Source: an optimization exercise on an open RTL-to-GDS flow (aim: small area, a short achievable clock period and few clock cycles per item). Production flows keep margins and buffers that such runs may drop.
At most, simulation tests tie the RTL to the original design; equivalence was not proved.
Function not checked in run 1: the RTL went through the layout flow alone.
No activity file was given, so power comes from the tool's default toggle rates.

===== flow/config.mk =====
export PLATFORM = sky130hd
export DESIGN_NAME = page_buffer_lru_replacement
export DESIGN_NICKNAME = page_buffer_lru_replacement
export VERILOG_FILES = /design/flow/design.v
export SDC_FILE = /design/flow/constraint.sdc
export NUM_CORES = 4
export LEC_CHECK = 0
export CAP_MARGIN = 20
export CORE_MARGIN = 2
export CORE_UTILIZATION = 40
export CTS_CLUSTER_DIAMETER = 80
export CTS_CLUSTER_SIZE = 26
export PLACE_DENSITY = 0.6
export SLEW_MARGIN = 20

===== flow/constraint.sdc =====
create_clock -name core_clock -period 11.0 [get_ports {clk}]
set_input_delay 2.2000 -clock core_clock [delete_from_list [all_inputs] [get_ports {clk}]]
set_output_delay 2.2000 -clock core_clock [all_outputs]
set_load 0.01 [all_outputs]

===== flow/design.v =====
package pblru_pkg;
    localparam int BUFFER_SLOTS = 16;
    localparam int SLOT_W       = $clog2(BUFFER_SLOTS);
    localparam int SLOT_FIELD_W = 4;
    localparam int PAGE_W       = 16;
    localparam int CMD_W        = 2;
    localparam int CFG_W        = 5;
    localparam int APB_ADDR_W   = 3;
    localparam int APB_DATA_W   = 32;
    localparam logic [APB_ADDR_W-1:0] ADDR_SLOTS_IN_USE = 3'd0;
    localparam logic [CFG_W-1:0]      SLOTS_IN_USE_RST  = 5'd16;
    localparam logic [CMD_W-1:0] OP_ACCESS = 2'd0;
    localparam logic [CMD_W-1:0] OP_CREATE = 2'd1;
    localparam logic [CMD_W-1:0] OP_DROP   = 2'd2;
    localparam logic [CMD_W-1:0] OP_FLUSH  = 2'd3;
endpackage
import pblru_pkg::*;
module pblru_ctrl
(
    input  logic              clk,
    input  logic              rst_n,
    input  logic              in_valid,
    output logic              in_ready,
    input  logic [CMD_W-1:0]  in_cmd,
    input  logic [PAGE_W-1:0] in_page_id,
    input  logic              done,        
    output logic              cmd_valid,
    output logic [3:0]        cmd_is,      
    output logic [PAGE_W-1:0] cmd_page,
    output logic              load,        
    output logic [PAGE_W-1:0] load_page    
);
    logic              in_valid_reg, in_valid_next;
    logic              skid_valid_next;
    logic              in_ready_reg;
    logic [CMD_W-1:0]  in_op_reg;
    logic [PAGE_W-1:0] in_page_reg;
    logic              skid_valid_reg;
    logic [CMD_W-1:0]  skid_op_reg;
    logic [PAGE_W-1:0] skid_page_reg;
    logic              main_valid_reg;
    logic [3:0]        main_is_reg;
    logic [CMD_W-1:0]  load_op;
    logic [PAGE_W-1:0] main_page_reg;
    logic              main_free;
    assign in_ready  = in_ready_reg;
    assign main_free = !main_valid_reg || done;
    always_comb begin
        if (main_free) begin
            skid_valid_next = skid_valid_reg && in_valid_reg;
        end
        else begin
            skid_valid_next = skid_valid_reg || in_valid_reg;
        end
        if (in_ready_reg) begin
            in_valid_next = in_valid;
        end
        else begin
            in_valid_next = in_valid_reg && !main_free;
        end
    end
    always_ff @(posedge clk or negedge rst_n) begin
        if (!rst_n) begin
            in_valid_reg   <= 1'b0;
            skid_valid_reg <= 1'b0;
            main_valid_reg <= 1'b0;
            in_ready_reg   <= 1'b1;
        end
        else begin
            if (main_free) begin
                main_valid_reg <= skid_valid_reg || in_valid_reg;
            end
            skid_valid_reg <= skid_valid_next;
            in_valid_reg   <= in_valid_next;
            in_ready_reg   <= !(in_valid_next && skid_valid_next);
        end
    end
    always_ff @(posedge clk) begin
        if (in_ready_reg) begin
            in_op_reg   <= in_cmd;
            in_page_reg <= in_page_id;
        end
        if (main_free) begin
            main_is_reg   <= 4'b0001 << load_op;
            main_page_reg <= load_page;
        end
        if (!skid_valid_reg || main_free) begin
            skid_op_reg   <= in_op_reg;
            skid_page_reg <= in_page_reg;
        end
    end
    assign load      = main_free;
    assign load_page = skid_valid_reg ? skid_page_reg : in_page_reg;
    assign load_op   = skid_valid_reg ? skid_op_reg : in_op_reg;
    assign cmd_valid = main_valid_reg;
    assign cmd_is    = main_is_reg;
    assign cmd_page  = main_page_reg;
endmodule
import pblru_pkg::*;
module pblru_dp
(
    input  logic                    clk,
    input  logic                    rst_n,
    input  logic [BUFFER_SLOTS-1:0] active_mask,
    input  logic                    cmd_valid,
    input  logic [3:0]              cmd_is,
    input  logic [PAGE_W-1:0]       cmd_page,
    input  logic                    load,
    input  logic [PAGE_W-1:0]       load_page,
    output logic                    done,
    output logic                    out_valid,
    input  logic                    out_ready,
    output logic                    out_hit,
    output logic [SLOT_FIELD_W-1:0] out_slot,
    output logic [PAGE_W-1:0]       out_page_number,
    output logic                    out_writeback_valid,
    output logic [PAGE_W-1:0]       out_writeback_page,
    output logic                    out_last
);
    localparam int N = BUFFER_SLOTS;
    function automatic [N-1:0] lowest_1h(input [N-1:0] b);
        lowest_1h = b & ~(b - N'(1));
    endfunction
    function automatic [SLOT_W-1:0] enc(input [N-1:0] oh);
        integer i;
        begin
            enc = '0;
            for (i = 0; i < N; i = i + 1) begin
                if (oh[i]) enc = enc | i[SLOT_W-1:0];
            end
        end
    endfunction
    logic [N-1:0]             slot_valid_reg;
    logic [N-1:0][PAGE_W-1:0] slot_page_reg;
    logic [N-1:0][N-1:0]      newer_reg;       
    logic [PAGE_W-1:0]        next_new_page_reg;
    logic [N-1:0]             page_eq_reg;
    logic [N-1:0]             page_eq_next;
    logic                    r1_valid_reg;
    logic                    r1_hit_reg;
    logic [SLOT_W-1:0]       r1_slot_reg;
    logic                    r1_wbv_reg;
    logic                    r1_last_reg;
    logic                    r1_flush_reg;
    logic [PAGE_W-1:0]       r1_page_reg;      
    logic [N-1:0]            r1_use_reg;       
    logic                    r1_place_reg;     
    logic [N-1:0]            r1_slot_1h;
    logic [N-1:0]            pend_we_1h;
    logic                    out_valid_reg;
    logic                    out_hit_reg;
    logic [SLOT_FIELD_W-1:0] out_slot_reg;
    logic [PAGE_W-1:0]       out_page_reg;
    logic                    out_wbv_reg;
    logic [PAGE_W-1:0]       out_wbp_reg;
    logic                    out_last_reg;
    logic          out_free, r1_move, r1_free, exec;
    logic          flushing_reg;                
    logic          is_access, is_create, is_drop, is_flush;
    logic [N-1:0]  occ, occ_old, match, hit_1h, empty, empty_1h, lru_1h, victim_1h;
    logic [N-1:0]  use_1h, use_now, flush_1h, flush_rest;
    logic          hit, has_empty, place, do_use;
    logic [SLOT_W-1:0] slot_idx;
    logic [PAGE_W-1:0] new_page, sel_page;
    logic [N-1:0][N-1:0] older;                
    assign is_access = !flushing_reg && cmd_is[OP_ACCESS];
    assign is_create = !flushing_reg && cmd_is[OP_CREATE];
    assign is_drop   = !flushing_reg && cmd_is[OP_DROP];
    assign is_flush  = flushing_reg || cmd_is[OP_FLUSH];
    assign out_free = !out_valid_reg || out_ready;
    assign r1_move  = r1_valid_reg && out_free;
    assign r1_free  = !r1_valid_reg || out_free;
    assign exec     = (cmd_valid || flushing_reg) && r1_free;
    assign done     = cmd_valid && !flushing_reg && r1_free;
    always_comb begin
        for (int i = 0; i < N; i++) begin
            for (int j = 0; j < N; j++) begin
                if (i < j)      older[i][j] = !newer_reg[i][j];
                else if (i > j) older[i][j] = newer_reg[j][i];
                else            older[i][j] = 1'b1;
            end
        end
    end
    always_comb begin
        occ     = slot_valid_reg & active_mask;
        occ_old = occ & ~r1_use_reg;
        empty   = ~slot_valid_reg & active_mask;
        for (int i = 0; i < N; i++) begin
            match[i]  = occ[i] && page_eq_reg[i];
            lru_1h[i] = occ_old[i];
            for (int j = 0; j < N; j++) begin
                if (j != i) lru_1h[i] = lru_1h[i] && (!occ_old[j] || older[i][j]);
            end
            if (i == 0) lru_1h[i] = lru_1h[i] || !active_mask[1];
        end
    end
    assign hit       = |match;
    assign hit_1h    = lowest_1h(match);
    assign has_empty = |empty;
    assign empty_1h  = lowest_1h(empty);
    assign victim_1h = has_empty ? empty_1h : lru_1h;
    assign place     = is_create || (is_access && !hit);
    assign do_use    = is_create || is_access;
    assign use_1h    = (is_access && hit) ? hit_1h : victim_1h;
    assign use_now   = (exec && do_use) ? use_1h : '0;
    assign new_page  = is_create ? next_new_page_reg : cmd_page;
    assign flush_1h   = lowest_1h(occ);
    assign flush_rest = occ & ~flush_1h;
    assign slot_idx   = is_flush ? enc(flush_1h)
                      : ((is_drop || (is_access && hit)) ? enc(hit_1h) : enc(victim_1h));
    always_comb begin
        for (int i = 0; i < N; i++) begin
            r1_slot_1h[i] = (r1_slot_reg == SLOT_W'(i));
        end
    end
    assign pend_we_1h = r1_place_reg ? r1_slot_1h : '0;
    always_comb begin
        sel_page = '0;
        for (int i = 0; i < N; i++) begin
            sel_page = sel_page | (slot_page_reg[i] & {PAGE_W{r1_slot_1h[i]}});
        end
    end
    always_comb begin
        for (int i = 0; i < N; i++) begin
            page_eq_next[i] = (cmd_valid && place && victim_1h[i]) ? (new_page == load_page)
                            : pend_we_1h[i] ? (r1_page_reg == load_page)
                            : (slot_page_reg[i] == load_page);
        end
    end
    always_ff @(posedge clk or negedge rst_n) begin
        if (!rst_n) begin
            slot_valid_reg    <= '0;
            next_new_page_reg <= '0;
            flushing_reg      <= 1'b0;
            r1_valid_reg      <= 1'b0;
            r1_use_reg        <= '0;
            r1_place_reg      <= 1'b0;
            out_valid_reg     <= 1'b0;
        end
        else begin
            if (exec) begin
                if (is_flush)   slot_valid_reg <= flush_rest | (slot_valid_reg & ~active_mask);
                else if (is_drop) slot_valid_reg <= slot_valid_reg & ~match;
                else if (place) slot_valid_reg <= slot_valid_reg | victim_1h;
                if (is_create) next_new_page_reg <= next_new_page_reg + PAGE_W'(1);
                flushing_reg <= is_flush && (flush_rest != '0);
            end
            if (r1_free) begin
                r1_valid_reg <= exec;
                r1_use_reg   <= use_now;
                r1_place_reg <= exec && place;
            end
            out_valid_reg <= r1_move || (out_valid_reg && !out_ready);
        end
    end
    always_ff @(posedge clk) begin
        for (int i = 0; i < N; i++) begin
            if (r1_move && pend_we_1h[i]) slot_page_reg[i] <= r1_page_reg;
            for (int j = i + 1; j < N; j++) begin
                newer_reg[i][j] <= r1_use_reg[i] || (newer_reg[i][j] && !r1_use_reg[j]);
            end
        end
        if (load) page_eq_reg <= page_eq_next;
        if (exec) begin
            r1_hit_reg   <= !is_flush && !place && hit;
            r1_slot_reg  <= slot_idx;
            r1_wbv_reg   <= is_flush ? (occ != '0) : (place && !has_empty);
            r1_last_reg  <= !is_flush || (flush_rest == '0);
            r1_flush_reg <= is_flush;
            r1_page_reg  <= new_page;
        end
        if (r1_move) begin
            out_hit_reg  <= r1_hit_reg;
            out_slot_reg <= r1_slot_reg;
            out_page_reg <= r1_flush_reg ? (sel_page & {PAGE_W{r1_wbv_reg}}) : r1_page_reg;
            out_wbv_reg  <= r1_wbv_reg;
            out_wbp_reg  <= sel_page & {PAGE_W{r1_wbv_reg}};
            out_last_reg <= r1_last_reg;
        end
    end
    assign out_valid           = out_valid_reg;
    assign out_hit             = out_hit_reg;
    assign out_slot            = out_slot_reg;
    assign out_page_number     = out_page_reg;
    assign out_writeback_valid = out_wbv_reg;
    assign out_writeback_page  = out_wbp_reg;
    assign out_last            = out_last_reg;
endmodule
import pblru_pkg::*;
module page_buffer_lru_replacement
(
    input  logic                  clk,
    input  logic                  rst_n,
    input  logic                  psel,
    input  logic                  penable,
    input  logic                  pwrite,
    input  logic [APB_ADDR_W-1:0] paddr,
    input  logic [APB_DATA_W-1:0] pwdata,
    output logic [APB_DATA_W-1:0] prdata,
    output logic                  pready,
    input  logic                  in_valid,
    output logic                  in_ready,
    input  logic [CMD_W-1:0]      in_cmd,
    input  logic [PAGE_W-1:0]     in_page_id,
    output logic                  out_valid,
    input  logic                  out_ready,
    output logic                  out_hit,
    output logic [SLOT_FIELD_W-1:0] out_slot,
    output logic [PAGE_W-1:0]     out_page_number,
    output logic                  out_writeback_valid,
    output logic [PAGE_W-1:0]     out_writeback_page,
    output logic                  out_last
);
    logic [CFG_W-1:0]        slots_in_use_reg, slots_in_use_next;
    logic [CFG_W-1:0]        prdata_reg;
    logic [BUFFER_SLOTS-1:0] active_mask;
    logic [BUFFER_SLOTS-2:0] active_hi_reg, active_hi_next;
    logic                    cfg_write;
    logic                    done;
    logic                    cmd_valid;
    logic [3:0]              cmd_is;
    logic [PAGE_W-1:0]       cmd_page;
    logic                    load;
    logic [PAGE_W-1:0]       load_page;
    assign pready    = 1'b1;
    assign cfg_write = psel && penable && pwrite && (paddr == ADDR_SLOTS_IN_USE);
    assign slots_in_use_next = cfg_write ? pwdata[CFG_W-1:0] : slots_in_use_reg;
    assign prdata            = APB_DATA_W'(prdata_reg);
    always_ff @(posedge clk or negedge rst_n) begin
        if (!rst_n) begin
            slots_in_use_reg <= SLOTS_IN_USE_RST;
            active_hi_reg    <= '1;
            prdata_reg       <= '0;
        end
        else begin
            if (cfg_write) begin
                slots_in_use_reg <= pwdata[CFG_W-1:0];
                active_hi_reg    <= active_hi_next;
            end
            prdata_reg <= (paddr == ADDR_SLOTS_IN_USE) ? slots_in_use_next : '0;
        end
    end
    always_comb begin
        for (int i = 1; i < BUFFER_SLOTS; i++) begin
            active_hi_next[i-1] = (i < int'(pwdata[CFG_W-1:0]));
        end
    end
    assign active_mask = {active_hi_reg, 1'b1};
    pblru_ctrl u_ctrl (
        .clk        (clk),
        .rst_n      (rst_n),
        .in_valid   (in_valid),
        .in_ready   (in_ready),
        .in_cmd     (in_cmd),
        .in_page_id (in_page_id),
        .done       (done),
        .cmd_valid  (cmd_valid),
        .cmd_is     (cmd_is),
        .cmd_page   (cmd_page),
        .load       (load),
        .load_page  (load_page)
    );
    pblru_dp u_dp (
        .clk                 (clk),
        .rst_n               (rst_n),
        .active_mask         (active_mask),
        .cmd_valid           (cmd_valid),
        .cmd_is              (cmd_is),
        .cmd_page            (cmd_page),
        .load                (load),
        .load_page           (load_page),
        .done                (done),
        .out_valid           (out_valid),
        .out_ready           (out_ready),
        .out_hit             (out_hit),
        .out_slot            (out_slot),
        .out_page_number     (out_page_number),
        .out_writeback_valid (out_writeback_valid),
        .out_writeback_page  (out_writeback_page),
        .out_last            (out_last)
    );
endmodule

===== flow/flow/run.sh =====
#!/bin/bash
# The standard layout (standard.sh), with a few extra ORFS settings read
# from flow/knobs.txt, one NAME=value per line: the resizer's setup repair
# aims for extra slack and the port buffers use a plain buffer cell. The
# clock, constraints and synthesis are the standard flow's own, unchanged.
set -euo pipefail
args=()
while IFS= read -r line; do
  [[ -n "$line" ]] && args+=("$line")
done < "$(dirname "$0")/knobs.txt"
bash standard.sh "${args[@]}" finish > flow_make.log 2>&1

===== flow/flow/knobs.txt =====
SETUP_SLACK_MARGIN=7.62
BUFFER_PORTS_ARGS=-buffer_cell sky130_fd_sc_hd__buf_2

===== flow/standard.sh =====
#!/bin/bash
# synth_recipe.tcl (not shown) runs the flow's synth.tcl, then flattens the netlist and writes it again
# the make line also repeats each setting of config.mk as NAME=value (left out here)
make -C /OpenROAD-flow-scripts/flow DESIGN_CONFIG=/design/flow/config.mk WORK_HOME=/design/flow/orfs CLKGATE_MAP_FILE= SYNTH_SCRIPT=/design/flow/synth_recipe.tcl "${@:-finish}"

==> impl_metrics.prom, run 1 <==
# TYPE chip_impl_metric gauge
chip_impl_info{name="outcome",value="complete, no violations"} 1
chip_impl_metric{name="post-place-ws",unit="ns"} 6.26
chip_impl_metric{name="drt-pass1-iter-count",unit=""} 6
chip_impl_metric{name="initial_utilization",unit=""} 0.403
chip_impl_metric{name="timing.final.hold_violations",unit=""} 0
chip_impl_metric{name="pin_count_of_the_biggest_net_entering_global_routing",unit=""} 61
chip_impl_info{name="most_frequently_used_flop_master_after_synthesis",value="sky130_fd_sc_hd__edfxtp_1"} 1
chip_impl_info{name="worstPathCellList",value="buf_6"} 1
chip_impl_info{name="worst_hold_path_type",value="reg -> reg"} 1
chip_impl_info{name="timing.critical_path.to_type",value="primary output"} 1
chip_impl_metric{name="flow.area_growth_from_synthesis",unit="%"} 12.4
chip_impl_metric{name="fin_tns_setup",unit="ns"} 0
chip_impl_metric{name="critical-path-max-stage-delay",unit="ns"} 0.66
chip_impl_metric{name="synth_edf_count",unit=""} 391
chip_impl_info{name="setup.worst_path.start_class",value="flip-flop"} 1
chip_impl_info{name="final_common_cell",value="sky130_fd_sc_hd__edfxtp_1"} 1
chip_impl_metric{name="clock_skew",unit="ns"} 0.0568
chip_impl_metric{name="cp_max_fo",unit=""} 2
chip_impl_info{name="rsz0062_at_grt",value="true"} 1
chip_impl_metric{name="fin_cells",unit=""} 3394
chip_impl_metric{name="tritoncts_num_sinks",unit=""} 592
chip_impl_metric{name="routed_via_density",unit=""} 6.22
chip_impl_metric{name="antenna_found_initial",unit=""} 1
chip_impl_info{name="layout.cells.most_common_list",value="sky130_fd_sc_hd__edfxtp_1 (391), sky130_fd_sc_hd__xor2_1 (232), sky130_fd_sc_hd__nand2_1 (131)"} 1
chip_impl_metric{name="final_min_period_over_clock_period",unit=""} 0.324
chip_impl_metric{name="place.port_buffers",unit=""} 78
chip_impl_metric{name="final_antenna_net_count",unit=""} 0
chip_impl_metric{name="dr_drc_count",unit=""} 0
chip_impl_metric{name="cts-buffers-inserted",unit=""} 36
chip_impl_metric{name="synth_cell_type_count",unit=""} 87
chip_impl_metric{name="grt_pass1_wl",unit="um"} 146000
chip_impl_metric{name="core_region_area",unit="sq um"} 69800
chip_impl_metric{name="detailedPlacementHpwl",unit="um"} 70200
chip_impl_info{name="clockRootBuffer",value="sky130_fd_sc_hd__clkbuf_16"} 1
chip_impl_metric{name="drive_above_1_share",unit=""} 0.168
chip_impl_metric{name="max_freq",unit="MHz"} 280
chip_impl_metric{name="ys_seq_elements",unit=""} 592
chip_impl_metric{name="placementRows",unit=""} 97
chip_impl_metric{name="worstPathArrival",unit="ns"} 1.37
chip_impl_info{name="critPathTopFamily",value="flip-flops"} 1
chip_impl_metric{name="tightestPinTransition",unit="ns"} 1.18
chip_impl_metric{name="max_cap_viols",unit=""} 0
chip_impl_metric{name="critPathRequiredTime",unit="ns"} 8.80
chip_impl_metric{name="final.setup.worst_slack",unit="ns"} 7.43
chip_impl_metric{name="yosysSeqAreaShare",unit=""} 0.576
chip_impl_metric{name="dpl_cell_area",unit="sq um"} 29700
chip_impl_metric{name="summed_instance_area_of_the_synthesized_netlist",unit="sq um"} 28100
chip_impl_metric{name="wl_per_cell",unit="um"} 29.8
chip_impl_metric{name="path_buf_inv",unit=""} 1
chip_impl_metric{name="grt_pass1_vias",unit=""} 20800
chip_impl_metric{name="slew_violations",unit=""} 0
chip_impl_metric{name="static-leakage-power",unit="nW"} 11.5
chip_impl_metric{name="dr.first_iter.drc_count",unit=""} 2888
chip_impl_metric{name="worst_skew_pair.late_latency",unit="ns"} 0.62
chip_impl_info{name="critical-path-slowest-cell",value="sky130_fd_sc_hd__dfstp_4"} 1
chip_impl_metric{name="cts-root-to-sink-buffers",unit=""} 3
chip_impl_metric{name="route.final.wire_length",unit="um"} 101000
chip_impl_metric{name="yosys_warnings",unit=""} 3
chip_impl_metric{name="post_synth_inst_count",unit=""} 2360
chip_impl_metric{name="clock_slew_at_the_register_clock_pins_of_the_worst_setup_and_hold_paths",unit="ns"} 0.10
chip_impl_metric{name="gp_congestion",unit=""} 0.973
chip_impl_metric{name="overflow",unit=""} 0
chip_impl_metric{name="io-pin-count",unit=""} 134
chip_impl_metric{name="fin_hold_ws",unit="ns"} 0.465
chip_impl_metric{name="clock_tree.htree_level_count",unit=""} 2
chip_impl_metric{name="die-area",unit="sq um"} 72500
chip_impl_metric{name="floorplan_die_width",unit="um"} 269
chip_impl_metric{name="irDropWorstVdd",unit="mV"} 0.193
chip_impl_metric{name="dp.cells",unit=""} 3276
chip_impl_metric{name="powerDensity",unit="nW/um^2"} 285
chip_impl_metric{name="number_of_nets_at_the_end_of_the_flow",unit=""} 2490
chip_impl_metric{name="max_slew_margin",unit=""} 0.214
chip_impl_metric{name="ffs_w_async_s_r_synth",unit=""} 0.137
chip_impl_metric{name="fin_area",unit="sq um"} 31600
chip_impl_metric{name="largest_register_ffs",unit=""} 256
chip_impl_info{name="setup.worst_path.class",value="reg -> out"} 1
chip_impl_info{name="cts_tree",value="yes"} 1
chip_impl_metric{name="routed-via-count",unit=""} 21100
chip_impl_metric{name="post_cts_hold_buffer_count",unit=""} 0
chip_impl_metric{name="global_route.usage.total",unit=""} 0.272
chip_impl_metric{name="timing.final.crit_period",unit="ns"} 3.57
chip_impl_metric{name="synth_area_per_cell",unit="sq um"} 11.9
chip_impl_metric{name="setup_viol_count_final",unit=""} 0
chip_impl_metric{name="floorplan.die.height",unit="um"} 269
[timing repair]
item / in CTS / in global routing
pin swaps: 14 / 6
gates resized for setup: 25 / 22
buffers inserted: 36 / 15
cloned: 4 / 0
setup endpoints to repair: 247 / 84
[where the power goes]
group          switching, W  total, W  internal [W]
Combinational       0.00235   0.00368       0.00133
Clock              0.000864   0.00153      0.000669
Sequential         0.000654   0.00380       0.00315
Total               0.00387   0.00901       0.00514
[routing by layer]
layer / share of wire / vias up / track usage
met2: 0.48 / 1183 / 0.452
met3: 0.083 / 286 / 0.0441
met5: 0.00013 / - / 0
li1: - / 8984 / -
met1: 0.38 / 10700 / 0.344
met4: 0.059 / 2 / 0.137
[final timing paths]
kind                                startpoint                         end  slack, ns  depth (start not counted)
max reg2reg                u_dp.r1_slot_reg[2]        u_dp.out_page_reg[3]       7.70                          7
min in group asynchronous                rst_n  u_dp.next_new_page_reg[10]       1.49                          1
max                        u_ctrl.in_ready_reg                    in_ready       7.43                          1
max in group asynchronous                rst_n          u_dp.r1_use_reg[0]       8.32                          2
min reg2reg                   u_dp.r1_last_reg           u_dp.out_last_reg       0.47                          0
min                           u_dp.r1_last_reg           u_dp.out_last_reg       0.47                          0
[final cells by class]
cell class	count	area, sq um
clock buffer	39	933
tap	940	1180
antenna	1	2.50
sequential	592	16200
clock inverter	23	274
timing repair buffer	183	1320
inverter	49	188
fill	6448	38200
multi-input combinational	1566	11500
timing repair inverter	1	7.51
[kinds of logic after synthesis]
kind of cell / after synthesis / synth area share
buffers and inverters: 231 / 0.0400
other: 2 / 0.000267
AO/OA/AOI/OAI: 583 / 0.149
multiplexers: 71 / 0.0276
flip-flops: 592 / 0.576
adder cells (fa/ha/maj): 5 / 0.00191
XOR/XNOR: 303 / 0.0943
AND/OR/NAND/NOR: 573 / 0.111
[synth_stat cells, drive strengths merged (27+ instances only)]
master  count  area share
a21oi      39      0.0069
a221oi     39       0.012
dfxtp     120       0.085
nand4      87       0.019
nor2       76       0.010
a22o       36       0.011
xor2      232       0.072
nor4       41      0.0093
nor3       27      0.0052
nand3      67       0.012
xnor2      71       0.022
dfrtp      64       0.057
o22ai      34      0.0076
clkbuf     81       0.011
nand2     135       0.018
inv        46      0.0061
and3       29      0.0065
o21ai      79       0.014
edfxtp    391        0.42
a21o      120       0.032
mux2       50       0.020
a22oi      96       0.026
buf       101       0.023
[metrics by stage]
stage,utilization,power (W)
floorplan,-,0.00580
global placement,0.426,0.00722
detailed placement,0.426,0.00726
CTS,0.450,0.00889
global route,0.453,0.00937
finish,0.453,0.00901
==> inputs of run 2 (changes only) <==
--- a/flow/design.v
+++ b/flow/design.v
@@ -65,5 +65,4 @@
             skid_valid_reg <= 1'b0;
             main_valid_reg <= 1'b0;
-            in_ready_reg   <= 1'b1;
         end
         else begin
@@ -73,8 +72,10 @@
             skid_valid_reg <= skid_valid_next;
             in_valid_reg   <= in_valid_next;
-            in_ready_reg   <= !(in_valid_next && skid_valid_next);
         end
     end
     always_ff @(posedge clk) begin
+        in_ready_reg <= !(in_valid_next && skid_valid_next);
+    end
+    always_ff @(posedge clk) begin
         if (in_ready_reg) begin
             in_op_reg   <= in_cmd;
@@ -331,5 +332,4 @@
             slots_in_use_reg <= SLOTS_IN_USE_RST;
             active_hi_reg    <= '1;
-            prdata_reg       <= '0;
         end
         else begin
@@ -338,7 +338,9 @@
                 active_hi_reg    <= active_hi_next;
             end
-            prdata_reg <= (paddr == ADDR_SLOTS_IN_USE) ? slots_in_use_next : '0;
         end
     end
+    always_ff @(posedge clk) begin
+        prdata_reg <= (paddr == ADDR_SLOTS_IN_USE) ? slots_in_use_next : '0;
+    end
     always_comb begin
         for (int i = 1; i < BUFFER_SLOTS; i++) begin
--- a/flow/config.mk
+++ b/flow/config.mk
@@ -9,6 +9,4 @@
 export CORE_MARGIN = 2
 export CORE_UTILIZATION = 40
-export CTS_CLUSTER_DIAMETER = 80
-export CTS_CLUSTER_SIZE = 26
 export PLACE_DENSITY = 0.6
 export SLEW_MARGIN = 20
==> impl_metrics.prom, run 2 <==
# TYPE chip_impl_metric gauge
chip_impl_info{name="layout.cells.most_common_list",value="sky130_fd_sc_hd__edfxtp_1 (391), sky130_fd_sc_hd__xor2_1 (261), sky130_fd_sc_hd__dfxtp_1 (125)"} 1
chip_impl_metric{name="dr.first_iter.drc_count",unit=""} 2682
chip_impl_info{name="synth_top_cells_by_area",value="sky130_fd_sc_hd__edfxtp_1 (42%), sky130_fd_sc_hd__dfxtp_1 (9.0%), sky130_fd_sc_hd__xor2_1 (8.1%), sky130_fd_sc_hd__dfrtp_1 (5.3%), sky130_fd_sc_hd__a21o_1 (3.2%)"} 1
chip_impl_metric{name="initial_utilization",unit=""} 0.403
chip_impl_metric{name="final_min_period_over_clock_period",unit=""} 0.318
chip_impl_metric{name="floorplan.die.height",unit="um"} 269
chip_impl_info{name="rsz0062_at_grt",value="true"} 1
chip_impl_info{name="setup.worst_path.start_class",value="flip-flop"} 1
chip_impl_metric{name="grt_pass1_vias",unit=""} 20600
chip_impl_info{name="critical-path-slowest-cell",value="sky130_fd_sc_hd__edfxtp_1"} 1
chip_impl_metric{name="setup_viol_count_final",unit=""} 0
chip_impl_metric{name="irDropWorstVdd",unit="mV"} 0.153
chip_impl_info{name="timing.critical_path.to_type",value="primary output"} 1
chip_impl_metric{name="io-pin-count",unit=""} 134
chip_impl_metric{name="worstPathArrival",unit="ns"} 1.30
chip_impl_metric{name="synth_edf_count",unit=""} 391
chip_impl_metric{name="critical-path-max-stage-delay",unit="ns"} 0.51
chip_impl_metric{name="worst_skew_pair.late_latency",unit="ns"} 0.64
chip_impl_info{name="combinational_family_with_the_most_area_after_synthesis",value="compound AO/OA/AOI/OAI gates"} 1
chip_impl_metric{name="yosys.area_share.simple",unit=""} 0.112
chip_impl_metric{name="cp_max_fo",unit=""} 1
chip_impl_metric{name="largest_register_ffs",unit=""} 256
chip_impl_metric{name="ff2ff_setup_slack",unit="ns"} 7.61
chip_impl_metric{name="antenna_found_initial",unit=""} 2
chip_impl_metric{name="final_antenna_net_count",unit=""} 0
chip_impl_metric{name="r2r_cells",unit=""} 8
chip_impl_metric{name="post_synth_mux_area_share",unit=""} 0.0261
chip_impl_info{name="most_frequently_used_flop_master_after_synthesis",value="sky130_fd_sc_hd__edfxtp_1"} 1
chip_impl_metric{name="post_cts_hold_buffer_count",unit=""} 0
chip_impl_metric{name="floorplan_die_width",unit="um"} 269
chip_impl_metric{name="routed_via_density",unit=""} 6.21
chip_impl_info{name="worstPathCellList",value="buf_6"} 1
chip_impl_metric{name="synth-xor-area-share",unit=""} 0.0944
chip_impl_info{name="regToRegEndpoint",value="u_dp.page_eq_reg[5]"} 1
chip_impl_metric{name="core_region_area",unit="sq um"} 69800
chip_impl_metric{name="slew_violations",unit=""} 0
chip_impl_metric{name="synth_cell_type_count",unit=""} 88
chip_impl_info{name="critPathTopFamily",value="flip-flops"} 1
chip_impl_info{name="worst_hold_path_type",value="reg -> reg"} 1
chip_impl_metric{name="fin_tns_setup",unit="ns"} 0
chip_impl_metric{name="synth_area_per_cell",unit="sq um"} 11.9
chip_impl_metric{name="drt-pass1-iter-count",unit=""} 8
chip_impl_metric{name="yosysSeqAreaShare",unit=""} 0.575
chip_impl_metric{name="flow.area_growth_from_synthesis",unit="%"} 15.8
chip_impl_metric{name="drive_above_1_share",unit=""} 0.180
chip_impl_metric{name="route.final.wire_length",unit="um"} 103000
chip_impl_metric{name="grt_pass1_wl",unit="um"} 148000
chip_impl_metric{name="max_freq",unit="MHz"} 286
chip_impl_metric{name="summed_instance_area_of_the_synthesized_netlist",unit="sq um"} 28100
chip_impl_info{name="worst_r2r_startpoint",value="u_ctrl.skid_valid_reg"} 1
chip_impl_metric{name="final.setup.worst_slack",unit="ns"} 7.50
chip_impl_metric{name="overflow",unit=""} 0
chip_impl_metric{name="tightestPinTransition",unit="ns"} 1.11
chip_impl_metric{name="cts-root-to-sink-buffers",unit=""} 3
chip_impl_metric{name="place.port_buffers",unit=""} 78
chip_impl_metric{name="ys_seq_elements",unit=""} 592
chip_impl_metric{name="path_buf_inv",unit=""} 1
chip_impl_metric{name="tritoncts_num_sinks",unit=""} 592
chip_impl_metric{name="critPathRequiredTime",unit="ns"} 8.80
chip_impl_metric{name="cts-buffers-inserted",unit=""} 69
chip_impl_metric{name="post-place-ws",unit="ns"} 6.27
chip_impl_metric{name="timing.final.crit_period",unit="ns"} 3.50
chip_impl_metric{name="die-area",unit="sq um"} 72400
chip_impl_info{name="final_common_cell",value="sky130_fd_sc_hd__edfxtp_1"} 1
chip_impl_metric{name="gp_congestion",unit=""} 0.982
chip_impl_metric{name="timing.final.hold_violations",unit=""} 0
chip_impl_info{name="outcome",value="complete, no violations"} 1
chip_impl_info{name="most_repeated_cell_in_the_gate_level_netlist_after_synthesis",value="sky130_fd_sc_hd__edfxtp_1"} 1
chip_impl_metric{name="filler_cell_count",unit=""} 6350
chip_impl_info{name="yosys.area.top_type",value="sky130_fd_sc_hd__edfxtp_1"} 1
chip_impl_metric{name="detailedPlacementHpwl",unit="um"} 72200
chip_impl_metric{name="synth_compound_area_frac",unit=""} 0.152
chip_impl_metric{name="max_cap_viols",unit=""} 0
chip_impl_metric{name="synth_adder_area_share",unit=""} 0.00187
chip_impl_metric{name="global_route.usage.total",unit=""} 0.284
chip_impl_metric{name="ffs_w_async_s_r_synth",unit=""} 0.127
chip_impl_metric{name="number_of_nets_at_the_end_of_the_flow",unit=""} 2500
chip_impl_info{name="hold_path_startpoint",value="u_dp.r1_last_reg"} 1
chip_impl_metric{name="powerDensity",unit="nW/um^2"} 294
chip_impl_info{name="clockRootBuffer",value="sky130_fd_sc_hd__clkbuf_16"} 1
chip_impl_info{name="cts_tree",value="yes"} 1
chip_impl_metric{name="yosys_warnings",unit=""} 3
chip_impl_info{name="setup.worst_path.class",value="reg -> out"} 1
chip_impl_metric{name="synth_top_area_share",unit=""} 0.418
chip_impl_metric{name="pin_count_of_the_biggest_net_entering_global_routing",unit=""} 47
chip_impl_metric{name="clock_skew",unit="ns"} 0.0269
chip_impl_metric{name="placementRows",unit=""} 97
chip_impl_metric{name="clock_slew_at_the_register_clock_pins_of_the_worst_setup_and_hold_paths",unit="ns"} 0.06
chip_impl_metric{name="routed-via-count",unit=""} 21300
chip_impl_metric{name="post_synth_inst_count",unit=""} 2353
chip_impl_metric{name="clock_tree.htree_level_count",unit=""} 3
chip_impl_metric{name="worst_hold_path.num_cells",unit=""} 0
chip_impl_metric{name="wl_per_cell",unit="um"} 30.1
chip_impl_metric{name="max_slew_margin",unit=""} 0.257
chip_impl_info{name="synth_commonest_cells",value="sky130_fd_sc_hd__edfxtp_1 (391), sky130_fd_sc_hd__xor2_1 (261), sky130_fd_sc_hd__dfxtp_1 (126)"} 1
chip_impl_metric{name="dr_drc_count",unit=""} 0
chip_impl_info{name="worst_hold_path.endpoint",value="u_dp.out_last_reg"} 1
chip_impl_metric{name="static-leakage-power",unit="nW"} 11.9
## run 2: how the worst max path moves through the flow
stage / slack [ns] / from / endpoint / cells past startpoint
after global routing: 7.49 / u_dp.out_slot_reg[2] / out_slot[2] / 1
after detailed placement: 6.27 / out_ready / u_ctrl.main_page_reg[0] / 4
after CTS: 7.51 / u_dp.out_slot_reg[1] / out_slot[1] / 1
after floorplan: 7.30 / out_ready / u_dp.slot_page_reg[100] / 5
after global placement: 6.33 / out_ready / u_ctrl.main_page_reg[0] / 4
final: 7.50 / u_dp.out_slot_reg[2] / out_slot[2] / 1
## run 2: cell families (layout without fill, tap and decap cells)
kind of cell | Yosys count | after routing
buffers and inverters | 228 | 343
AO/OA/AOI/OAI | 590 | 590
other | 2 | 30
AND/OR/NAND/NOR | 566 | 567
flip-flops | 592 | 592
adder cells (fa/ha/maj) | 5 | 5
multiplexers | 67 | 67
XOR/XNOR | 303 | 303
## run 2: final cells by class
type                    instances  area, sq um  area share
clock inverters                36          377      0.0116
flip-flops and latches        592        16200       0.497
multi-input cells            1560        11500       0.354
well taps                     940         1180      0.0361
repair inverters                1         7.51    0.000231
repair buffers                167         1160      0.0357
diodes                          2         5.00    0.000154
inverters                      48          184     0.00565
clock buffers                  91         1940      0.0597
## run 2: where the power goes
group          leakage [nW]  total (W)  switching (W)  internal (W)
Sequential             5.67    0.00382       0.000668       0.00316
Clock                  1.14    0.00235       0.000975       0.00138
Combinational          5.12    0.00339        0.00219       0.00121
## run 2: layer usage
metal	routed length, um	vias to the layer above	track usage
met3	8220	286	0.0495
met1	41300	10800	0.371
li1	-	9066	-
met4	5730	0	0.133
met2	48100	1176	0.460
met5	0	-	0
## run 2: repair_timing
action / in CTS / in global routing
endpoints found under the setup margin: 275 / 119
gates resized for setup: 29 / 22
cloned: 2 / 0
buffers inserted: 24 / 6
pin swaps: 5 / 2
## run 2: through the flow
step / hold slack [ns] / util / instances / cell area (sq um) / power, W
global placement: 0.406 / 0.426 / 3273 / 29700 / 0.00706
detailed placement: 0.418 / 0.426 / 3276 / 29700 / 0.00708
CTS: 0.431 / 0.464 / 3429 / 32400 / 0.00951
floorplan: 0.400 / - / 2379 / 28500 / 0.00567
global route: 0.441 / 0.466 / 3435 / 32600 / 0.00992
finish: 0.428 / 0.467 / 3437 / 32600 / 0.00957
Testbench counts of run 2, summed over its fixed seeds: cycles 23,954, items 20,000.
==> inputs of run 3 (changes only) <==
--- a/flow/config.mk
+++ b/flow/config.mk
@@ -6,7 +6,10 @@
 export NUM_CORES = 4
 export LEC_CHECK = 0
+export ABC_AREA = 1
 export CAP_MARGIN = 20
 export CORE_MARGIN = 2
 export CORE_UTILIZATION = 40
+export CTS_CLUSTER_DIAMETER = 80
+export CTS_CLUSTER_SIZE = 26
 export PLACE_DENSITY = 0.6
 export SLEW_MARGIN = 20
==> impl_metrics.prom, run 3 <==
# TYPE chip_impl_metric gauge
chip_impl_metric{name="ys_seq_elements",unit=""} 592
chip_impl_metric{name="cts-buffers-inserted",unit=""} 37
chip_impl_metric{name="final_min_period_over_clock_period",unit=""} 0.322
chip_impl_metric{name="final_antenna_net_count",unit=""} 0
chip_impl_metric{name="core_region_area",unit="sq um"} 73000
chip_impl_metric{name="tritoncts_num_sinks",unit=""} 592
chip_impl_info{name="yosys.area.top_type",value="sky130_fd_sc_hd__edfxtp_1"} 1
chip_impl_metric{name="max_cap_viols",unit=""} 0
chip_impl_info{name="hold_path_startpoint",value="u_dp.r1_last_reg"} 1
chip_impl_info{name="worst_r2r_startpoint",value="u_dp.r1_slot_reg[3]"} 1
chip_impl_metric{name="antenna_found_initial",unit=""} 6
chip_impl_metric{name="routed-wl-met3",unit="um"} 11700
chip_impl_metric{name="routed_via_density",unit=""} 5.74
chip_impl_metric{name="fin_hold_ws",unit="ns"} 0.431
chip_impl_info{name="most_repeated_cell_in_the_gate_level_netlist_after_synthesis",value="sky130_fd_sc_hd__nand2_1"} 1
chip_impl_metric{name="io-pin-count",unit=""} 134
chip_impl_metric{name="place.port_buffers",unit=""} 78
chip_impl_info{name="synth_commonest_cells",value="sky130_fd_sc_hd__nand2_1 (879), sky130_fd_sc_hd__inv_1 (430), sky130_fd_sc_hd__edfxtp_1 (391)"} 1
chip_impl_metric{name="worst_skew_pair.late_latency",unit="ns"} 0.63
chip_impl_metric{name="clock_skew",unit="ns"} 0.0474
chip_impl_metric{name="route.final.wire_length",unit="um"} 121000
chip_impl_metric{name="met2_length",unit="um"} 54100
chip_impl_metric{name="cts-root-to-sink-buffers",unit=""} 3
chip_impl_metric{name="filler_cell_count",unit=""} 7227
chip_impl_info{name="regToRegEndpoint",value="u_dp.out_page_reg[4]"} 1
chip_impl_metric{name="number_of_nets_at_the_end_of_the_flow",unit=""} 3578
chip_impl_metric{name="max_slew_margin",unit=""} 0.205
chip_impl_metric{name="initial_utilization",unit=""} 0.404
chip_impl_metric{name="tightestPinTransition",unit="ns"} 1.19
chip_impl_metric{name="global_route.usage.total",unit=""} 0.313
chip_impl_metric{name="ff2ff_setup_slack",unit="ns"} 7.61
chip_impl_metric{name="timing.final.hold_violations",unit=""} 0
chip_impl_metric{name="synth_top_area_share",unit=""} 0.398
chip_impl_metric{name="flow.area_growth_from_synthesis",unit="%"} 11.5
chip_impl_metric{name="detail_route.wirelength.met1",unit="um"} 46700
chip_impl_metric{name="detailedPlacementHpwl",unit="um"} 84300
chip_impl_metric{name="gp_congestion",unit=""} 1.02
chip_impl_metric{name="setup_viol_count_final",unit=""} 0
chip_impl_metric{name="ffs_w_async_s_r_synth",unit=""} 0.127
chip_impl_info{name="critical-path-slowest-cell",value="sky130_fd_sc_hd__edfxtp_1"} 1
chip_impl_metric{name="pin_count_of_the_biggest_net_entering_global_routing",unit=""} 55
chip_impl_metric{name="clock_slew_at_the_register_clock_pins_of_the_worst_setup_and_hold_paths",unit="ns"} 0.10
chip_impl_metric{name="critical-path-max-stage-delay",unit="ns"} 0.51
chip_impl_metric{name="static-leakage-power",unit="nW"} 14.2
chip_impl_info{name="clockRootBuffer",value="sky130_fd_sc_hd__clkbuf_16"} 1
chip_impl_metric{name="final.setup.worst_slack",unit="ns"} 7.46
chip_impl_metric{name="yosys_warnings",unit=""} 3
chip_impl_metric{name="yosysSeqAreaShare",unit=""} 0.548
chip_impl_info{name="synth_top_cells_by_area",value="sky130_fd_sc_hd__edfxtp_1 (40%), sky130_fd_sc_hd__nand2_1 (11%), sky130_fd_sc_hd__dfxtp_1 (8.6%), sky130_fd_sc_hd__inv_1 (5.5%), sky130_fd_sc_hd__dfrtp_1 (5.0%)"} 1
chip_impl_info{name="worst_hold_path_type",value="reg -> reg"} 1
chip_impl_metric{name="synth_cell_type_count",unit=""} 54
chip_impl_info{name="critPathTopFamily",value="flip-flops"} 1
chip_impl_info{name="final_common_cell",value="sky130_fd_sc_hd__nand2_1"} 1
chip_impl_metric{name="synth_edf_count",unit=""} 391
chip_impl_metric{name="synth_area_per_cell",unit="sq um"} 8.62
chip_impl_metric{name="slew_violations",unit=""} 0
chip_impl_metric{name="max_freq",unit="MHz"} 283
chip_impl_info{name="most_frequently_used_flop_master_after_synthesis",value="sky130_fd_sc_hd__edfxtp_1"} 1
chip_impl_info{name="layout.cells.most_common_list",value="sky130_fd_sc_hd__nand2_1 (870), sky130_fd_sc_hd__inv_1 (422), sky130_fd_sc_hd__edfxtp_1 (391)"} 1
chip_impl_info{name="worst_hold_path.endpoint",value="u_dp.out_last_reg"} 1
chip_impl_metric{name="drive_above_1_share",unit=""} 0.0994
chip_impl_metric{name="utilization",unit=""} 0.451
chip_impl_metric{name="powerDensity",unit="nW/um^2"} 299
chip_impl_metric{name="placementRows",unit=""} 99
chip_impl_info{name="setup.worst_path.start_class",value="flip-flop"} 1
chip_impl_metric{name="post_synth_inst_count",unit=""} 3421
chip_impl_metric{name="wl_per_cell",unit="um"} 26.9
chip_impl_metric{name="overflow",unit=""} 0
chip_impl_metric{name="summed_instance_area_of_the_synthesized_netlist",unit="sq um"} 29500
chip_impl_metric{name="routed-via-count",unit=""} 25800
chip_impl_metric{name="drt-pass1-iter-count",unit=""} 8
chip_impl_metric{name="largest_register_ffs",unit=""} 256
chip_impl_info{name="timing.critical_path.to_type",value="primary output"} 1
chip_impl_info{name="worstPathCellList",value="buf_2"} 1
chip_impl_metric{name="r2r_cells",unit=""} 10
chip_impl_metric{name="clock_tree.htree_level_count",unit=""} 2
chip_impl_metric{name="grt_pass1_vias",unit=""} 23700
chip_impl_metric{name="die-area",unit="sq um"} 75900
chip_impl_metric{name="dr.first_iter.drc_count",unit=""} 3484
chip_impl_metric{name="irDropWorstVdd",unit="mV"} 0.169
chip_impl_metric{name="worstPathArrival",unit="ns"} 1.34
chip_impl_metric{name="path_buf_inv",unit=""} 1
chip_impl_info{name="outcome",value="complete, no violations"} 1
chip_impl_metric{name="dr_drc_count",unit=""} 0
chip_impl_info{name="dr.max_layer_used",value="met5"} 1
chip_impl_info{name="setup.worst_path.class",value="reg -> out"} 1
chip_impl_info{name="rsz0062_at_grt",value="true"} 1
chip_impl_metric{name="post-place-ws",unit="ns"} 6.01
chip_impl_info{name="cts_tree",value="yes"} 1
chip_impl_metric{name="cp_max_fo",unit=""} 1
chip_impl_metric{name="fin_tns_setup",unit="ns"} 0
chip_impl_metric{name="timing.final.crit_period",unit="ns"} 3.54
chip_impl_metric{name="critPathRequiredTime",unit="ns"} 8.80
chip_impl_metric{name="floorplan_die_width",unit="um"} 276
chip_impl_metric{name="floorplan.die.height",unit="um"} 276
chip_impl_metric{name="worst_hold_path.num_cells",unit=""} 0
chip_impl_metric{name="grt_pass1_wl",unit="um"} 169000
chip_impl_metric{name="fin_total_pwr",unit="W"} 0.00981
-- run 3: cell count changes in the layout (fill, tap and decap cells not counted), sizes merged, moves of 51 or more --
cell / previous run / this run
a21o: 118 / 0
a22oi: 89 / 3
inv: 48 / 443
mux2: 51 / 0
nand2: 118 / 893
nor2: 81 / 374
o21ai: 65 / 277
o22ai: 44 / 121
xor2: 261 / 95
-- run 3: per-layer routing --
layer  vias to the layer above  GRT usage
li1                      11500          -
met1                     12300      0.405
met2                      1582      0.492
met3                       389     0.0516
met4                         2      0.192
met5                         -          0
-- run 3: power breakdown --
group / total (W) / internal (W) / switching, W
clock network: 0.00166 / 0.000769 / 0.000891
registers: 0.00360 / 0.00320 / 0.000401
logic: 0.00455 / 0.00113 / 0.00343
-- run 3: area by class of cell --
type / instances / area, sq um / share of cell area
flip-flops and latches: 592 / 16200 / 0.492
multi-input cells: 2268 / 11300 / 0.343
inverters: 451 / 1730 / 0.0526
well taps: 959 / 1200 / 0.0365
repair buffers: 163 / 1110 / 0.0336
clock buffers: 43 / 1030 / 0.0314
clock inverters: 22 / 330 / 0.0100
repair inverters: 4 / 27.5 / 0.000837
diodes: 2 / 5.00 / 0.000152
-- run 3: cell families (layout without fill, tap and decap cells) --
kind of cell               Yosys count  in the layout  share of synthesized area
xor gates and xnor gates           138            138                     0.0410
and+or+nand+nor                   1533           1534                      0.213
AOI/OAI and AO/OA                  567            567                      0.114
buffers and inverters              588            683                     0.0833
other                                2             30                   0.000255
DFF                                592            592                      0.548
adders and majority gates            1              1                   0.000424
-- run 3: how the worst max path moves through the flow --
stage                           from                    endpoint  slack, ns  depth (start not counted)
6_report       u_dp.out_page_reg[13]         out_page_number[13]       7.46                          1
4_1_cts                    out_ready  u_dp.next_new_page_reg[14]       7.42                         12
2_1_floorplan              out_ready         u_ctrl.in_ready_reg       7.28                          7
3_5_place_dp               out_ready      u_dp.slot_valid_reg[8]       6.01                         11
5_1_grt         u_dp.out_page_reg[5]          out_page_number[5]       7.47                          1
3_3_place_gp               out_ready      u_dp.slot_valid_reg[9]       6.06                         11
-- run 3: repair_timing --
item,4_1_cts,5_1_grt
setup endpoints to repair,280,156
buffers inserted,15,18
gates cloned,2,3
pin swaps,5,7
resized for setup,21,36
hold buffers,0,0
hold endpoints to repair,0,0
-- run 3: metrics by stage --
stage / area, sq um / cells
2_1_floorplan: 29800 / 3447
4_1_cts: 32600 / 4481
6_report: 32900 / 4504
3_5_place_dp: 31000 / 4399
5_1_grt: 32900 / 4502
3_3_place_gp: 31000 / 4398
==> inputs of run 4 (changes only) <==
==> flow/flow/knobs.txt (replaced) <==
SETUP_SLACK_MARGIN=7.75
BUFFER_PORTS_ARGS=-buffer_cell sky130_fd_sc_hd__buf_2
--- a/flow/config.mk
+++ b/flow/config.mk
@@ -6,5 +6,4 @@
 export NUM_CORES = 4
 export LEC_CHECK = 0
-export ABC_AREA = 1
 export CAP_MARGIN = 20
 export CORE_MARGIN = 2
==> impl_metrics.prom, run 4 <==
# TYPE chip_impl_metric gauge
chip_impl_metric{name="detailedPlacementHpwl",unit="um"} 71200
chip_impl_metric{name="final_min_period_over_clock_period",unit=""} 0.315
chip_impl_metric{name="synth_edf_count",unit=""} 391
chip_impl_metric{name="tightestPinTransition",unit="ns"} 1.09
chip_impl_info{name="layout.cells.most_common_list",value="sky130_fd_sc_hd__edfxtp_1 (391), sky130_fd_sc_hd__xor2_1 (261), sky130_fd_sc_hd__dfxtp_1 (124)"} 1
chip_impl_metric{name="dr_drc_count",unit=""} 0
chip_impl_metric{name="critical-path-max-stage-delay",unit="ns"} 0.49
chip_impl_metric{name="max_cap_viols",unit=""} 0
chip_impl_metric{name="yosys_warnings",unit=""} 3
chip_impl_metric{name="summed_instance_area_of_the_synthesized_netlist",unit="sq um"} 28100
chip_impl_info{name="outcome",value="complete, no violations"} 1
chip_impl_metric{name="max_freq",unit="MHz"} 289
chip_impl_metric{name="post_cts_hold_buffer_count",unit=""} 0
chip_impl_metric{name="fin_tns_setup",unit="ns"} 0
chip_impl_info{name="setup.worst_path.start_class",value="flip-flop"} 1
chip_impl_metric{name="clock_slew_at_the_register_clock_pins_of_the_worst_setup_and_hold_paths",unit="ns"} 0.09
chip_impl_metric{name="largest_register_ffs",unit=""} 256
chip_impl_metric{name="synth_cell_type_count",unit=""} 88
chip_impl_metric{name="floorplan.die.height",unit="um"} 269
chip_impl_metric{name="place.port_buffers",unit=""} 78
chip_impl_info{name="yosys.area.top_type",value="sky130_fd_sc_hd__edfxtp_1"} 1
chip_impl_metric{name="clock_tree.htree_level_count",unit=""} 2
chip_impl_metric{name="irDropWorstVdd",unit="mV"} 0.191
chip_impl_info{name="clockRootBuffer",value="sky130_fd_sc_hd__clkbuf_16"} 1
chip_impl_metric{name="final_antenna_net_count",unit=""} 0
chip_impl_metric{name="cp_max_fo",unit=""} 1
chip_impl_info{name="setup.worst_path.class",value="reg -> out"} 1
chip_impl_metric{name="number_of_nets_at_the_end_of_the_flow",unit=""} 2479
chip_impl_metric{name="max_slew_margin",unit=""} 0.274
chip_impl_info{name="synth_top_cells_by_area",value="sky130_fd_sc_hd__edfxtp_1 (42%), sky130_fd_sc_hd__dfxtp_1 (9.0%), sky130_fd_sc_hd__xor2_1 (8.1%), sky130_fd_sc_hd__dfrtp_1 (5.3%), sky130_fd_sc_hd__a21o_1 (3.2%)"} 1
chip_impl_metric{name="wl_per_cell",unit="um"} 30.1
chip_impl_metric{name="fin_total_pwr",unit="W"} 0.00884
chip_impl_info{name="worstPathCellList",value="buf_2"} 1
chip_impl_metric{name="cts-buffers-inserted",unit=""} 36
chip_impl_metric{name="ffs_w_async_s_r_synth",unit=""} 0.127
chip_impl_metric{name="worst_skew_pair.late_latency",unit="ns"} 0.60
chip_impl_info{name="timing.critical_path.to_type",value="primary output"} 1
chip_impl_metric{name="core_region_area",unit="sq um"} 69800
chip_impl_metric{name="floorplan_die_width",unit="um"} 269
chip_impl_metric{name="route.final.wire_length",unit="um"} 102000
chip_impl_metric{name="synth_top_area_share",unit=""} 0.418
chip_impl_info{name="critical-path-slowest-cell",value="sky130_fd_sc_hd__edfxtp_1"} 1
chip_impl_metric{name="pin_count_of_the_biggest_net_entering_global_routing",unit=""} 68
chip_impl_info{name="rsz0062_at_grt",value="true"} 1
chip_impl_metric{name="worstPathArrival",unit="ns"} 1.26
chip_impl_metric{name="timing.final.hold_violations",unit=""} 0
chip_impl_metric{name="yosysSeqAreaShare",unit=""} 0.575
chip_impl_info{name="cts_tree",value="yes"} 1
chip_impl_metric{name="setup_viol_count_final",unit=""} 0
chip_impl_metric{name="post_synth_inst_count",unit=""} 2353
chip_impl_metric{name="ys_seq_elements",unit=""} 592
chip_impl_metric{name="routed-via-count",unit=""} 21200
chip_impl_metric{name="grt_pass1_vias",unit=""} 20400
chip_impl_metric{name="static-leakage-power",unit="nW"} 11.5
chip_impl_info{name="synth_commonest_cells",value="sky130_fd_sc_hd__edfxtp_1 (391), sky130_fd_sc_hd__xor2_1 (261), sky130_fd_sc_hd__dfxtp_1 (126)"} 1
chip_impl_metric{name="drive_above_1_share",unit=""} 0.176
chip_impl_metric{name="initial_utilization",unit=""} 0.403
chip_impl_info{name="final_common_cell",value="sky130_fd_sc_hd__edfxtp_1"} 1
chip_impl_metric{name="clock_skew",unit="ns"} 0.0400
chip_impl_info{name="worst_hold_path_type",value="reg -> reg"} 1
chip_impl_metric{name="critPathRequiredTime",unit="ns"} 8.80
chip_impl_info{name="critPathTopFamily",value="flip-flops"} 1
chip_impl_metric{name="routed_via_density",unit=""} 6.25
chip_impl_metric{name="tritoncts_num_sinks",unit=""} 592
chip_impl_metric{name="die-area",unit="sq um"} 72400
chip_impl_metric{name="powerDensity",unit="nW/um^2"} 278
chip_impl_metric{name="overflow",unit=""} 0
chip_impl_metric{name="filler_cell_count",unit=""} 6468
chip_impl_metric{name="cts-root-to-sink-buffers",unit=""} 3
chip_impl_metric{name="placementRows",unit=""} 97
chip_impl_info{name="most_frequently_used_flop_master_after_synthesis",value="sky130_fd_sc_hd__edfxtp_1"} 1
chip_impl_metric{name="flow.area_growth_from_synthesis",unit="%"} 13.1
chip_impl_metric{name="slew_violations",unit=""} 0
chip_impl_metric{name="dr.first_iter.drc_count",unit=""} 2679
chip_impl_metric{name="gp_congestion",unit=""} 0.968
chip_impl_metric{name="synth_area_per_cell",unit="sq um"} 11.9
chip_impl_metric{name="io-pin-count",unit=""} 134
chip_impl_metric{name="timing.final.crit_period",unit="ns"} 3.46
chip_impl_metric{name="drt-pass1-iter-count",unit=""} 6
chip_impl_metric{name="global_route.usage.total",unit=""} 0.278
chip_impl_metric{name="path_buf_inv",unit=""} 1
chip_impl_metric{name="antenna_found_initial",unit=""} 1
chip_impl_metric{name="grt_pass1_wl",unit="um"} 146000
chip_impl_info{name="most_repeated_cell_in_the_gate_level_netlist_after_synthesis",value="sky130_fd_sc_hd__edfxtp_1"} 1
run 4: logic make-up after synthesis:
| kind of cell | after synthesis | synth area share |
|---|---|---|
| flip-flops | 592 | 0.575 |
| AO/OA/AOI/OAI | 590 | 0.152 |
| AND/OR/NAND/NOR | 566 | 0.112 |
| XOR/XNOR | 303 | 0.0944 |
| buffers and inverters | 228 | 0.0386 |
| multiplexers | 67 | 0.0261 |
| adder cells (fa/ha/maj) | 5 | 0.00187 |
| other | 2 | 0.000267 |
run 4: final timing paths:
| check | from | end | slack, ns | cells past startpoint |
|---|---|---|---|---|
| max in group asynchronous | rst_n | u_dp.r1_use_reg[1] | 8.31 | 2 |
| min in group asynchronous | rst_n | slots_in_use_reg[2] | 1.41 | 1 |
| worst max register to register | u_ctrl.skid_valid_reg | u_dp.page_eq_reg[7] | 7.68 | 9 |
| worst max-delay path | u_dp.out_slot_reg[0] | out_slot[0] | 7.54 | 1 |
| worst min-delay path | u_dp.r1_last_reg | u_dp.out_last_reg | 0.43 | 0 |
| worst min register to register | u_dp.r1_last_reg | u_dp.out_last_reg | 0.43 | 0 |
run 4: power by group:
part           internal [W]  switching [W]  leakage, nW
Sequential          0.00315       0.000661         5.66
Clock              0.000703       0.000846        0.597
Combinational       0.00125        0.00223         5.24
Total               0.00510        0.00374         11.5
run 4: metal layers:
metal,wire length (um),vias up,track usage
met5,0,-,0
met4,5590,0,0.132
li1,-,8971,-
met1,40200,10700,0.359
met2,48100,1193,0.456
met3,8110,246,0.0444
run 4: per-stage QoR:
stage,util,hold WS [ns],instance area [sq um],setup WS [ns],std cells
after floorplan,-,0.400,28500,7.30,2379
after global placement,0.426,0.407,29700,6.13,3274
after detailed placement,0.426,0.412,29700,6.11,3274
after CTS,0.452,0.432,31500,7.52,3369
after global routing,0.456,0.452,31800,7.51,3382
final,0.456,0.434,31800,7.54,3383
run 4: timing repair:
action,4_1_cts,5_1_grt
setup buffers,31,9
pin swaps,11,6
endpoints found under the hold margin,0,0
cloned,2,2
gates resized for setup,58,26
setup endpoints to repair,432,190
run 4: cell type report:
| cell class | count | area [sq um] | area share |
|---|---|---|---|
| Timing Repair Buffer | 179 | 1400 | 0.0440 |
| Multi-Input combinational cell | 1560 | 11600 | 0.365 |
| Clock buffer | 43 | 980 | 0.0308 |
| Sequential cell | 592 | 16200 | 0.509 |
| Timing Repair inverter | 1 | 7.51 | 0.000236 |
| Clock inverter | 19 | 253 | 0.00795 |
| Inverter | 48 | 184 | 0.00578 |
| Tap cell | 940 | 1180 | 0.0370 |
| Antenna cell | 1 | 2.50 | 0.0000787 |
==> inputs of run 5 (changes only) <==
==> flow/flow/knobs.txt (replaced) <==
SETUP_SLACK_MARGIN=7.62
BUFFER_PORTS_ARGS=-buffer_cell sky130_fd_sc_hd__buf_2
==> impl_metrics.prom, run 5 <==
# TYPE chip_impl_metric gauge
chip_impl_metric{name="irDropWorstVdd",unit="mV"} 0.152
chip_impl_metric{name="synth_cell_type_count",unit=""} 88
chip_impl_metric{name="synth_area_per_cell",unit="sq um"} 11.9
chip_impl_metric{name="io-pin-count",unit=""} 134
chip_impl_info{name="clockRootBuffer",value="sky130_fd_sc_hd__clkbuf_16"} 1
chip_impl_metric{name="clock_skew",unit="ns"} 0.0526
chip_impl_metric{name="dr.first_iter.drc_count",unit=""} 2646
chip_impl_metric{name="synth_edf_count",unit=""} 391
chip_impl_metric{name="fin_tns_setup",unit="ns"} 0
chip_impl_metric{name="yosysSeqAreaShare",unit=""} 0.575
chip_impl_metric{name="synth_compound_area_frac",unit=""} 0.152
chip_impl_metric{name="ffs_w_async_s_r_synth",unit=""} 0.127
chip_impl_metric{name="summed_instance_area_of_the_synthesized_netlist",unit="sq um"} 28100
chip_impl_metric{name="core_region_area",unit="sq um"} 69800
chip_impl_metric{name="overflow",unit=""} 0
chip_impl_metric{name="ys_seq_elements",unit=""} 592
chip_impl_metric{name="yosys.area_share.simple",unit=""} 0.112
chip_impl_info{name="setup.worst_path.start_class",value="flip-flop"} 1
chip_impl_metric{name="gp_congestion",unit=""} 0.982
chip_impl_metric{name="global_route.usage.total",unit=""} 0.281
chip_impl_info{name="critPathTopFamily",value="flip-flops"} 1
chip_impl_metric{name="final_antenna_net_count",unit=""} 0
chip_impl_metric{name="timing.final.hold_violations",unit=""} 0
chip_impl_metric{name="floorplan.die.height",unit="um"} 269
chip_impl_metric{name="route.final.wire_length",unit="um"} 103000
chip_impl_metric{name="number_of_nets_at_the_end_of_the_flow",unit=""} 2468
chip_impl_metric{name="routed_via_density",unit=""} 6.25
chip_impl_metric{name="drive_above_1_share",unit=""} 0.165
chip_impl_metric{name="powerDensity",unit="nW/um^2"} 279
chip_impl_info{name="most_frequently_used_flop_master_after_synthesis",value="sky130_fd_sc_hd__edfxtp_1"} 1
chip_impl_metric{name="clock_slew_at_the_register_clock_pins_of_the_worst_setup_and_hold_paths",unit="ns"} 0.10
chip_impl_metric{name="detailedPlacementHpwl",unit="um"} 72200
chip_impl_metric{name="max_slew_margin",unit=""} 0.271
chip_impl_info{name="synth_top_cells_by_area",value="sky130_fd_sc_hd__edfxtp_1 (42%), sky130_fd_sc_hd__dfxtp_1 (9.0%), sky130_fd_sc_hd__xor2_1 (8.1%), sky130_fd_sc_hd__dfrtp_1 (5.3%), sky130_fd_sc_hd__a21o_1 (3.2%)"} 1
chip_impl_info{name="outcome",value="complete, no violations"} 1
chip_impl_info{name="critical-path-slowest-cell",value="sky130_fd_sc_hd__edfxtp_1"} 1
chip_impl_metric{name="drt-pass1-iter-count",unit=""} 6
chip_impl_metric{name="die-area",unit="sq um"} 72400
chip_impl_info{name="cts_tree",value="yes"} 1
chip_impl_metric{name="antenna_found_initial",unit=""} 2
chip_impl_metric{name="placementRows",unit=""} 97
chip_impl_metric{name="tritoncts_num_sinks",unit=""} 592
chip_impl_metric{name="max_cap_viols",unit=""} 0
chip_impl_metric{name="fin_total_pwr",unit="W"} 0.00879
chip_impl_info{name="worstPathCellList",value="buf_6"} 1
chip_impl_metric{name="r2r_cells",unit=""} 7
chip_impl_metric{name="multi_input_gate_area_in_the_final_layout",unit="sq um"} 11500
chip_impl_metric{name="routed-via-count",unit=""} 21100
chip_impl_metric{name="critPathRequiredTime",unit="ns"} 8.80
run 5: cell count changes in the layout (fill, tap and decap cells not counted), sizes merged:
cell / delta
buf: -9
bufinv: +1
clkbuf: -2
clkinv: -3
diode: +1
inv: +1
run 5: metal layers:
metal / vias up / part of all wire / global-route usage
met2: 1142 / 0.47 / 0.457
met1: 10700 / 0.40 / 0.370
met3: 261 / 0.078 / 0.0407
met5: - / 0 / 0
li1: 8958 / - / -
met4: 0 / 0.055 / 0.136
run 5: worst paths after layout:
kind / startpoint / endpoint / slack, ns
setup / recovery: u_dp.out_slot_reg[2] / out_slot[2] / 7.52
hold / removal: u_dp.r1_last_reg / u_dp.out_last_reg / 0.43
setup reg to reg: active_hi_reg[14] / u_dp.page_eq_reg[15] / 7.58
hold reg to reg: u_dp.r1_last_reg / u_dp.out_last_reg / 0.43
max in group asynchronous: rst_n / u_dp.r1_use_reg[3] / 8.43
min in group asynchronous: rst_n / slots_in_use_reg[1] / 1.54
run 5: final cells by class:
class                   instances  share of cell area
inverters                      48             0.00584
repair inverters                1            0.000238
repair buffers                168              0.0377
clock inverters                18             0.00830
flip-flops and latches        592               0.513
well taps                     940              0.0373
multi-input cells            1560               0.366
diodes                          2            0.000159
clock buffers                  43              0.0314
run 5: timing repair:
item                                    in CTS  in global routing
cloned                                       2                  0
endpoints found under the setup margin     297                 93
endpoints found under the hold margin        0                  0
resized for setup                           32                 22
hold buffers                                 0                  0
pin swaps                                    7                  1
setup buffers                               27                  4
run 5: power breakdown:
| group | switching (W) | internal, W | total, W |
|---|---|---|---|
| combinational | 0.00219 | 0.00121 | 0.00340 |
| clock | 0.000853 | 0.000723 | 0.00158 |
| sequential | 0.000666 | 0.00315 | 0.00382 |
run 5: stage by stage:
step                instances  area (sq um)   util  setup slack, ns
floorplan                2379         28500      -             7.30
global placement         3273         29700  0.426             6.33
detailed placement       3276         29700  0.426             6.27
CTS                      3366         31400  0.449             7.52
global route             3370         31500  0.451             7.49
finish                   3372         31500  0.451             7.52
run 5: kinds of logic (layout without fill, tap and decap cells):
family          after synthesis  after routing
compound gates              590            590
simple gates                566            567
other cells                   2             30
xor+xnor                    303            303
buf+inv                     228            278
flops                       592            592
fa+ha+maj                     5              5
mux                          67             67

-- port drivers added, routing unchanged --
How much do the figures lean on ideal ports? The routed layouts below were timed once more, with nothing changed but the port constraints.
Step 1 assumes that a clkbuf_16 drives the clock port and a buf_2 every other input.
Step 2 adds t to the input delays and takes it off the output delays; t is the mean of the earliest and latest rising clock arrival at the registers after step 1. Input paths then give back, and output paths get back, about the clock's delay inside the block.
Slacks: ideal ports / drivers / drivers and shift; pairs: ideal ports / drivers.
| run | shift t [ns] | slack for setup (ns) | clock arrival spread, ns |
|---|---|---|---|
| run 1 | 0.662 | 7.431 / 7.363 / 7.069 | 0.059 / 0.059 |
| run 2 | 0.688 | 7.502 / 7.437 / 7.007 | 0.027 / 0.027 |
| run 3 | 0.671 | 7.461 / 7.397 / 7.079 | 0.054 / 0.054 |
| run 4 | 0.646 | 7.539 / 7.475 / 7.131 | 0.044 / 0.044 |
| run 5 | 0.649 | 7.519 / 7.450 / 7.018 | 0.053 / 0.053 |
After both steps setup and hold are still met in every run listed. For run 5, which loses most, drivers alone change the setup slack by -0.069 ns; drivers and shift together by -0.501 ns.
